From an optimization exercise on the open Yosys and OpenROAD flow, aimed at small area, a short achievable clock period and few clock cycles; shortcuts taken in it are not production practice.
Where RTL was checked, it was by simulation tests only, not by an equivalence proof against the original.
Power and IR drop assume default switching activity.

// naas_dma
module naas_dma (
    input  logic                            clk,
    input  logic                            arst_n,
    input  logic [naas_dma_pkg::DATA_W-1:0] s_axis_tdata,
    input  logic [naas_dma_pkg::STRB_W-1:0] s_axis_tstrb,
    input  logic                            s_axis_tvalid,
    input  logic                            s_axis_tlast,
    output logic                            s_axis_tready,
    output logic [naas_dma_pkg::DATA_W-1:0] host_tdata,
    output logic                            host_tvalid,
    output logic                            host_tlast,
    input  logic                            host_tready
);
    localparam int N  = 32;                  
    localparam int S  = 8;                   
    localparam int D  = 4;                   
    localparam int PW = $clog2(N);
    localparam int CW = $clog2(N + 1);
    localparam int DW = $clog2(D + 1);
    function automatic logic [PW-1:0] step(input logic [PW-1:0] p);
        step = (p == PW'(N - 1)) ? '0 : p + 1'b1;
    endfunction
    function automatic logic at_tap(input logic [PW-1:0] p);
        at_tap = 1'b0;
        for (int q = 1; q < N; q += S)
            if (p == PW'(q - 1))
                at_tap = 1'b1;
    endfunction
    logic [63:0]   ring [0:N-1];
    logic [PW-1:0] tpos;                 
    logic [N-1:0]  rsel;                 
    logic [CW-1:0] cnt;                  
    logic          tready_q;
    logic [4:0]    ibeats;               
    logic [4:0]    d_bm1 [0:D-1];        
    logic [3:0]    d_pc  [0:D-1];        
    logic [DW-1:0] dcnt;
    logic [63:0]   ho;                   
    logic          phase;                
  ...
Size in the first run: roughly 2200 flip-flops, roughly 140 I/O pins.
Settings: LEC_CHECK=0, CAP_MARGIN=20, CORE_MARGIN=2, CORE_UTILIZATION=60, SETUP_SLACK_MARGIN=3.0, SLEW_MARGIN=20, SYNTH_MEMORY_MAX_BITS=8192; clock period 5.5 ns.
run.sh (not shown) runs the stock make flow with config.mk's settings and CLKGATE_MAP_FILE= SYNTH_SCRIPT=/design/flow/synth_recipe.tcl, a recipe that flattens the netlist after the stock synthesis.
Rerun with:
- CORE_UTILIZATION: 60 -> 40
What happened: Register-to-register slack stays flat; cell area climbs by 1.9%; setup slack improved by 47 ps; cell count is higher by 11%.
No run of this note included a check of the RTL's function; only the layout flow was run.


naas_dma, a different RTL version from the one above (not shown whole).
Size: ~4,500 cells after synthesis, ~140 I/O pins, roughly 63,000 um^2 of cells after synthesis.
==> flow/config.mk <==
export PLATFORM = sky130hd
export DESIGN_NAME = naas_dma
export DESIGN_NICKNAME = naas_dma
export VERILOG_FILES = /design/flow/design.v
export SDC_FILE = /design/flow/constraint.sdc
export NUM_CORES = 4
export LEC_CHECK = 0
export CAP_MARGIN = 20
export CORE_MARGIN = 2
export CORE_UTILIZATION = 40
export CTS_CLUSTER_DIAMETER = 90
export CTS_CLUSTER_SIZE = 30
export SETUP_SLACK_MARGIN = 3.3
export SLEW_MARGIN = 20
export SYNTH_MEMORY_MAX_BITS = 8192
==> flow/constraint.sdc <==
create_clock -name core_clock -period 5.5 [get_ports {clk}]
set_input_delay 1.1000 -clock core_clock [delete_from_list [all_inputs] [get_ports {clk}]]
set_output_delay 1.1000 -clock core_clock [all_outputs]
set_load 0.01 [all_outputs]
Testbench counts at the start, summed over its fixed seeds: cycles 7,846.
Next try:
- CTS_CLUSTER_DIAMETER: 90 -> 120
- CTS_CLUSTER_SIZE: 30 -> 25
- SETUP_SLACK_MARGIN: 3.3 -> 3.0
Effect:
- The changed run went through all stages and came out clean
- clock skew came out lower by 0.017 ns
- total power came out lower by 5.9%
- global-route usage came out lower by 1.8 points
- wire length came out lower by 10%
- via count came out lower by 4.3%
- register-to-register slack loses 0.03 ns


The RTL this note starts from:
==> flow/design.v <==
package naas_dma_pkg;
    localparam int DATA_W           = 64;            
    localparam int STRB_W           = DATA_W / 8;
    localparam int ADDR_W           = 6;
    localparam int BUF_DEPTH        = 2 ** ADDR_W;
    localparam int PTR_W            = ADDR_W + 1;    
    localparam int MAX_BURST_QWORDS = 16;
    localparam int QCNT_W           = 5;             
    localparam int MAX_FRAME_QWORDS = 32;
    typedef logic [ADDR_W-1:0] addr_t;
    typedef logic [PTR_W-1:0]  ptr_t;
    typedef logic [QCNT_W-1:0] qcnt_t;
    typedef struct packed {
        logic [47:0] reserved;
        logic [15:0] byte_count;
    } rx_desc_t;
    typedef union packed {
        logic [DATA_W-1:0] data;
        rx_desc_t          desc;
    } buf_entry_u;
endpackage
`timescale 1ns/1ns
module naas_dma (
    input  logic                            clk,
    input  logic                            arst_n,
    input  logic [naas_dma_pkg::DATA_W-1:0] s_axis_tdata,
    input  logic [naas_dma_pkg::STRB_W-1:0] s_axis_tstrb,
    input  logic                            s_axis_tvalid,
    input  logic                            s_axis_tlast,
    output logic                            s_axis_tready,
    output logic [naas_dma_pkg::DATA_W-1:0] host_tdata,
    output logic                            host_tvalid,
    output logic                            host_tlast,
    input  logic                            host_tready
);
    localparam int N  = 31;                  
    localparam int S  = 8;                   
    localparam int D  = 4;                   
    localparam int PW = 5;                   
    localparam int CW = 6;                   
    function automatic logic [N-1:0] rmask();
        rmask = '0;
        for (int i = 1; i < N; i += 2)
            rmask[i] = 1'b1;
        rmask[N-1] = 1'b1;
    endfunction
    localparam logic [N-1:0] RMASK = rmask();
    function automatic logic [PW-1:0] step(input logic [PW-1:0] p);
        step = (p == PW'(N - 1)) ? '0 : p + 1'b1;
    endfunction
    function automatic logic at_tap(input logic [PW-1:0] p);
        at_tap = 1'b0;
        for (int q = 1; q < N; q += S)
            if (p == PW'(q - 1))
                at_tap = 1'b1;
    endfunction
    function automatic logic [3:0] pop8(input logic [7:0] v);
        logic a0, a1, a2, b0, b1, b2, c0, c1;
        a0 = ^v[3:0];
        b0 = ^v[7:4];
        a2 = &v[3:0];
        b2 = &v[7:4];
        a1 = ((v[0] & v[1]) | (v[2] & v[3]) | ((v[0] | v[1]) & (v[2] | v[3]))) & !a2;
        b1 = ((v[4] & v[5]) | (v[6] & v[7]) | ((v[4] | v[5]) & (v[6] | v[7]))) & !b2;
        c0 = a0 & b0;
        c1 = (a1 & b1) | ((a1 | b1) & c0);
        pop8 = {a2 & b2, a2 ^ b2 ^ c1, a1 ^ b1 ^ c0, a0 ^ b0};
    endfunction
    logic [63:0]   ring [0:N-1];
    logic [PW-1:0] tpos;                 
    logic [N-1:0]  rsel;                 
    logic          hrd;                  
    logic [CW-1:0] cnt;                  
    logic [CW-1:0] cnt_up, cnt_dn;       
    logic          c0, c1, cn1, cn;      
    logic          tready_q;
    logic [4:0]    ibeats;               
    logic [4:0]    d_bm1 [0:D-1];        
    logic [3:0]    d_pc  [0:D-1];        
    logic [D:0]    dcnt;                 
    logic [63:0]   ho;                   
    logic [63:0]   hp;                   
    logic          hpv;
    logic          phase;                
    logic [4:0]    rem;                  
    logic          rz, r1;               
    logic [3:0]    bcnt;                 
    logic          b14, b15;             
    logic          hv;
    logic          hl;
    assign s_axis_tready = tready_q;
    assign host_tvalid   = hv;
    assign host_tlast    = hl;
    assign host_tdata    = ho;
    logic          wr, push, pop_h, dpop, opop, adv, rp, rok, need;
    logic          up, dn, dup, ddn;
    logic          phase_n, rz_n, r1_n;
    logic          c0_n, c1_n, cn1_n, cn_n;
    logic          dz, dd, dz_n, dd_n;
    logic [D:0]    dcnt_n;
    logic          b14_n, b15_n;
    logic [4:0]    rem_n;
    logic [4:0]    head_bm1;
    logic [3:0]    head_pc, new_pc;
    logic [8:0]    head_bytes;
    logic [63:0]   rdata;
    assign wr     = s_axis_tvalid && tready_q;
    assign push   = wr && s_axis_tlast;
    assign pop_h  = hv && host_tready;
    assign dpop   = pop_h && !phase;
    assign opop   = pop_h && phase;
    assign adv    = !hv || host_tready;             
    assign new_pc     = pop8(s_axis_tstrb);
    assign head_bm1   = dz ? ibeats : d_bm1[0];
    assign head_pc    = dz ? new_pc : d_pc[0];
    assign head_bytes = {6'(head_bm1) + 6'(head_pc[3]), head_pc[2:0]};
    always_comb begin
        rdata = '0;
        for (int i = 0; i < N; i++)
            if (RMASK[i])
                rdata = rdata | (ring[i] & {64{rsel[i]}});
    end
    always_comb begin
        phase_n = phase;
        rem_n   = rem;
        rz_n    = rz;
        r1_n    = r1;
        if (dpop) begin
            phase_n = 1'b1;
            rem_n   = d_bm1[0];
            rz_n    = (d_bm1[0] == 5'd0);
            r1_n    = (d_bm1[0] == 5'd1);
        end else if (opop) begin
            if (rz) begin
                phase_n = 1'b0;
            end else begin
                rem_n = rem - 1'b1;
                rz_n  = r1;
                r1_n  = (rem == 5'd2);
            end
        end
    end
    assign need = adv && phase_n;                   
    assign rok  = hrd && !c0;                       
    assign rp   = rok && (need || !hpv);            
    assign up  = wr && !rp;
    assign dn  = rp && !wr;
    assign dup = push && !dpop;
    assign ddn = dpop && !push;
    assign c0_n  = up ? 1'b0 : dn ? c1 : c0;
    assign c1_n  = up ? c0 : dn ? (cnt_dn == CW'(1)) : c1;
    assign cn1_n = up ? (cnt_up == CW'(N - 1)) : dn ? cn : cn1;
    assign cn_n  = up ? cn1 : dn ? 1'b0 : cn;
    assign dcnt_n = dup ? {dcnt[D-1:0], 1'b0} : ddn ? {1'b0, dcnt[D:1]} : dcnt;
    assign dz     = dcnt[0];
    assign dd     = dcnt[D];
    assign dz_n   = dcnt_n[0];
    assign dd_n   = dcnt_n[D];
    assign b14_n = pop_h ? (!hl && bcnt == 4'd13) : b14;
    assign b15_n = pop_h ? (!hl && b14) : b15;
    always_ff @(posedge clk) begin
        for (int i = 0; i < N; i++) begin
            if (i % S == 1 && tready_q && tpos == PW'(i - 1))
                ring[i] <= s_axis_tdata;
            else
                ring[i] <= ring[(i + N - 1) % N];
        end
        if (c0)
            rsel <= wr ? N'(2) : N'(1);
        else if (!rp)
            rsel <= {rsel[N-2:0], rsel[N-1]};
        if (c0)
            hrd <= wr && RMASK[1];
        else if (!rp)
            hrd <= |(rsel & {RMASK[0], RMASK[N-1:1]});
        if (adv)
            ho <= !phase_n ? {55'd0, head_bytes} : hpv ? hp : rdata;
        if (rok && (need == hpv))
            hp <= rdata;
        for (int i = 0; i < D; i++) begin
            if (push && (dpop ? dcnt[i + 1] : dcnt[i])) begin
                d_bm1[i] <= ibeats;
                d_pc[i]  <= new_pc;
            end else if (dpop && i < D - 1) begin
                d_bm1[i] <= d_bm1[(i + 1) % D];
                d_pc[i]  <= d_pc[(i + 1) % D];
            end
        end
        rem      <= rem_n;
        rz       <= rz_n;
        r1       <= r1_n;
        tready_q <= !cn_n && !dd_n && (c0_n || wr || at_tap(step(tpos)));
        if (adv)
            hl <= b15_n || (phase_n && rz_n && dz_n);
    end
    always_ff @(posedge clk or negedge arst_n) begin
        if (!arst_n) begin
            tpos   <= '0;
            cnt    <= '0;
            cnt_up <= CW'(1);
            cnt_dn <= '1;
            c0     <= 1'b1;
            c1     <= 1'b0;
            cn1    <= 1'b0;
            cn     <= 1'b0;
            ibeats <= '0;
            dcnt   <= (D + 1)'(1);
            phase  <= 1'b0;
            bcnt   <= '0;
            b14    <= 1'b0;
            b15    <= 1'b0;
            hv     <= 1'b0;
            hpv    <= 1'b0;
        end else begin
            if (c0_n)
                tpos <= '0;
            else if (!wr)
                tpos <= step(tpos);
            if (up) begin
                cnt    <= cnt_up;
                cnt_up <= cnt_up + 1'b1;
                cnt_dn <= cnt;
            end else if (dn) begin
                cnt    <= cnt_dn;
                cnt_up <= cnt;
                cnt_dn <= cnt_dn - 1'b1;
            end
            c0     <= c0_n;
            c1     <= c1_n;
            cn1    <= cn1_n;
            cn     <= cn_n;
            if (wr)
                ibeats <= s_axis_tlast ? 5'd0 : ibeats + 1'b1;
            dcnt   <= dcnt_n;
            phase  <= phase_n;
            if (pop_h)
                bcnt <= hl ? 4'd0 : bcnt + 1'b1;
            b14    <= b14_n;
            b15    <= b15_n;
            if (adv)
                hv <= phase_n ? (hpv || rok) : !dz_n;
            hpv    <= need ? (hpv && rok) : (hpv || rok);
        end
    end
endmodule
clock: 5.5 ns
lec_check: 0
cap_margin: 20
core_margin: 2
core_utilization: 40
cts_cluster_diameter: 100
cts_cluster_size: 30
setup_slack_margin: 3.0
slew_margin: 20
synth_memory_max_bits: 8192
The baseline produced a clean layout.
Testbench counts at the start, summed over its fixed seeds: cycles 7,833.
Then changed:
Settings changed: CTS_CLUSTER_DIAMETER 100 to 120, CTS_CLUSTER_SIZE 30 to 25.
Outcome: The new run ran to the end with no violations. Critical path depth is unchanged. Routed wire length is about the same. Sequential power is about the same. Non-clock buffer count goes up by 3. Die area is unchanged.


naas_dma, a different RTL version from the one above (not shown whole).
Size: roughly 4000 cells after synthesis, roughly 2300 flip-flops, ~140 I/O pins, about 61000 µm² of cells after synthesis.
==> flow/config.mk <==
export PLATFORM = sky130hd
export DESIGN_NAME = naas_dma
export DESIGN_NICKNAME = naas_dma
export VERILOG_FILES = /design/flow/design.v
export SDC_FILE = /design/flow/constraint.sdc
export NUM_CORES = 4
export LEC_CHECK = 0
export CAP_MARGIN = 20
export CORE_MARGIN = 2
export CORE_UTILIZATION = 40
export CTS_CLUSTER_DIAMETER = 120
export CTS_CLUSTER_SIZE = 25
export SETUP_SLACK_MARGIN = 2.85
export SLEW_MARGIN = 20
export SYNTH_MEMORY_MAX_BITS = 8192
==> flow/constraint.sdc <==
create_clock -name core_clock -period 5.5 [get_ports {clk}]
set_input_delay 1.1000 -clock core_clock [delete_from_list [all_inputs] [get_ports {clk}]]
set_output_delay 1.1000 -clock core_clock [all_outputs]
set_load 0.01 [all_outputs]
The first run finished with timing, DRC and antenna clean.
Testbench counts at the start, summed over its fixed seeds: cycles 7,795.
Then changed:
Settings changed: SETUP_SLACK_MARGIN 2.85 to 3.0.
After rerunning:
- The new run ran to the end with no violations
- worst hold slack barely changes
- via count is higher by 1.1%
- combinational power is higher by about 1%
- power hardly moves
- clock skew is lower by 0.0099 ns
- global-route usage is about the same
- critical path depth is lower by 13
- sequential share of layout area barely changes
- fmax is higher by 2.0%


Setup of wip/delta:
naas_dma, a different RTL version from the one above (not shown whole).
Size in the first run: about 3800 cells after synthesis, ~2200 flip-flops, about 0.058 mm^2 of cells after synthesis.
Design naas_dma, start of the top module:
module naas_dma (
    input  logic                            clk,
    input  logic                            arst_n,
    input  logic [naas_dma_pkg::DATA_W-1:0] s_axis_tdata,
    input  logic [naas_dma_pkg::STRB_W-1:0] s_axis_tstrb,
    input  logic                            s_axis_tvalid,
    input  logic                            s_axis_tlast,
    output logic                            s_axis_tready,
    output logic [naas_dma_pkg::DATA_W-1:0] host_tdata,
    output logic                            host_tvalid,
    output logic                            host_tlast,
    input  logic                            host_tready
);
Settings: LEC_CHECK=0, CAP_MARGIN=20, CORE_MARGIN=2, CORE_UTILIZATION=40, CTS_CLUSTER_DIAMETER=110, CTS_CLUSTER_SIZE=28, SETUP_SLACK_MARGIN=3.0, SLEW_MARGIN=20, SYNTH_MEMORY_MAX_BITS=8192; clock period 5.5 ns.
Testbench counts of wip/delta, summed over its fixed seeds: cycles 7,883.
#### Input delta (wip/maple over wip/delta)
- CTS_CLUSTER_DIAMETER: 110 -> 120
- CTS_CLUSTER_SIZE: 28 -> 25
Results
Summary of wip/maple over wip/delta: via count neither gained nor lost much, switching component of the power essentially unchanged, met2 track utilization from global routing went down. Layout overhead on the synthesized area, wip/delta and wip/maple: higher on wip/maple. Comparing wip/delta against wip/maple, there is no change at all in floorplan die width. Count of placed standard cells in the final layout, fillers left out essentially unchanged between wip/maple and wip/delta. Summary — worst voltage drop across the vdd grid, wip/maple relative to wip/delta: lower, by 16%. On multi-input gate share of total cell area, wip/delta tracks wip/maple almost exactly. Total power consumption of the routed design of wip/maple exceeds that of wip/delta slightly.
The following lists how wip/fjord was set up differently from wip/maple:
- an added PLACE_DENSITY of 0.7
- a change of CORE_UTILIZATION from 40 to 60
### Flow results
Status | wip/fjord and wip/maple | clean
Buffering stage count on the worst path with inverters included down 2 in wip/fjord wrt wip/maple
wip/fjord vs wip/maple: met2 routing resource usage after global routing up
Between wip/fjord and wip/maple, the multiplexer area fraction after synthesis does not differ in any meaningful way.
wip/fjord: inserted tap cell count 641 below wip/maple
When wip/fjord is set beside wip/maple, its die span in y turns out to be 70 um smaller.
When wip/fjord is measured against wip/maple, its part of the total power dissipated in combinational logic turns out 0.2 points higher.

## port drivers added, routing unchanged
The flow's constraints put no driver on any port. The routed layouts listed below were extracted and timed again, unchanged, in two steps.
Step 1, drivers: a clkbuf_16 drives clk and a buf_2 each remaining input, both assumed.
Step 2 also shifts input and output timing later by t, the mid clock arrival at the registers, as if the neighbouring blocks saw the same clock.
a / b / c = no drivers / after step 1 / after step 2; a / b = the first two.
| run | t (ns) | setup slack, ns | hold slack, ns | worst data-port slew with drivers (ns) | pins driven straight from the clock port |
|---|---|---|---|---|---|
| the first run of note 1 | 0.861 | 2.728 / 2.769 / 1.908 | 0.333 / 0.333 / 0.333 | 0.17 | 1 |
| the second run of note 1 | 0.896 | 2.775 / 2.810 / 1.922 | 0.294 / 0.241 / 0.336 | 0.18 | 1 |
| the first run of note 2 | 0.816 | 2.865 / 2.781 / 2.104 | 0.308 / 0.308 / 0.308 | 0.18 | 1 |
| the second run of note 2 | 0.827 | 2.884 / 2.806 / 2.150 | 0.327 / 0.327 / 0.327 | 0.17 | 1 |
| the first run of note 3 | 0.754 | 2.949 / 2.878 / 2.315 | 0.321 / 0.321 / 0.321 | 0.14 | 1 |
| the second run of note 3 | 0.770 | 2.938 / 2.864 / 2.348 | 0.288 / 0.288 / 0.288 | 0.15 | 1 |
| the first run of note 4 | 0.806 | 2.887 / 2.827 / 2.123 | 0.302 / 0.302 / 0.302 | 0.15 | 1 |
| the second run of note 4 | 0.799 | 2.937 / 2.867 / 2.276 | 0.303 / 0.303 / 0.303 | 0.14 | 1 |
| wip/delta | 0.794 | 2.952 / 2.874 / 2.260 | 0.307 / 0.307 / 0.307 | 0.16 | 1 |
| wip/maple | 0.796 | 2.950 / 2.868 / 2.242 | 0.323 / 0.323 / 0.323 | 0.16 | 1 |
| wip/fjord | 0.741 | 2.979 / 2.956 / 2.353 | 0.314 / 0.314 / 0.314 | 0.12 | 1 |
After both steps setup and hold are still met in every run listed. For the second run of note 1, which loses most, drivers alone change the setup slack by +0.035 ns; drivers and shift together by -0.853 ns.
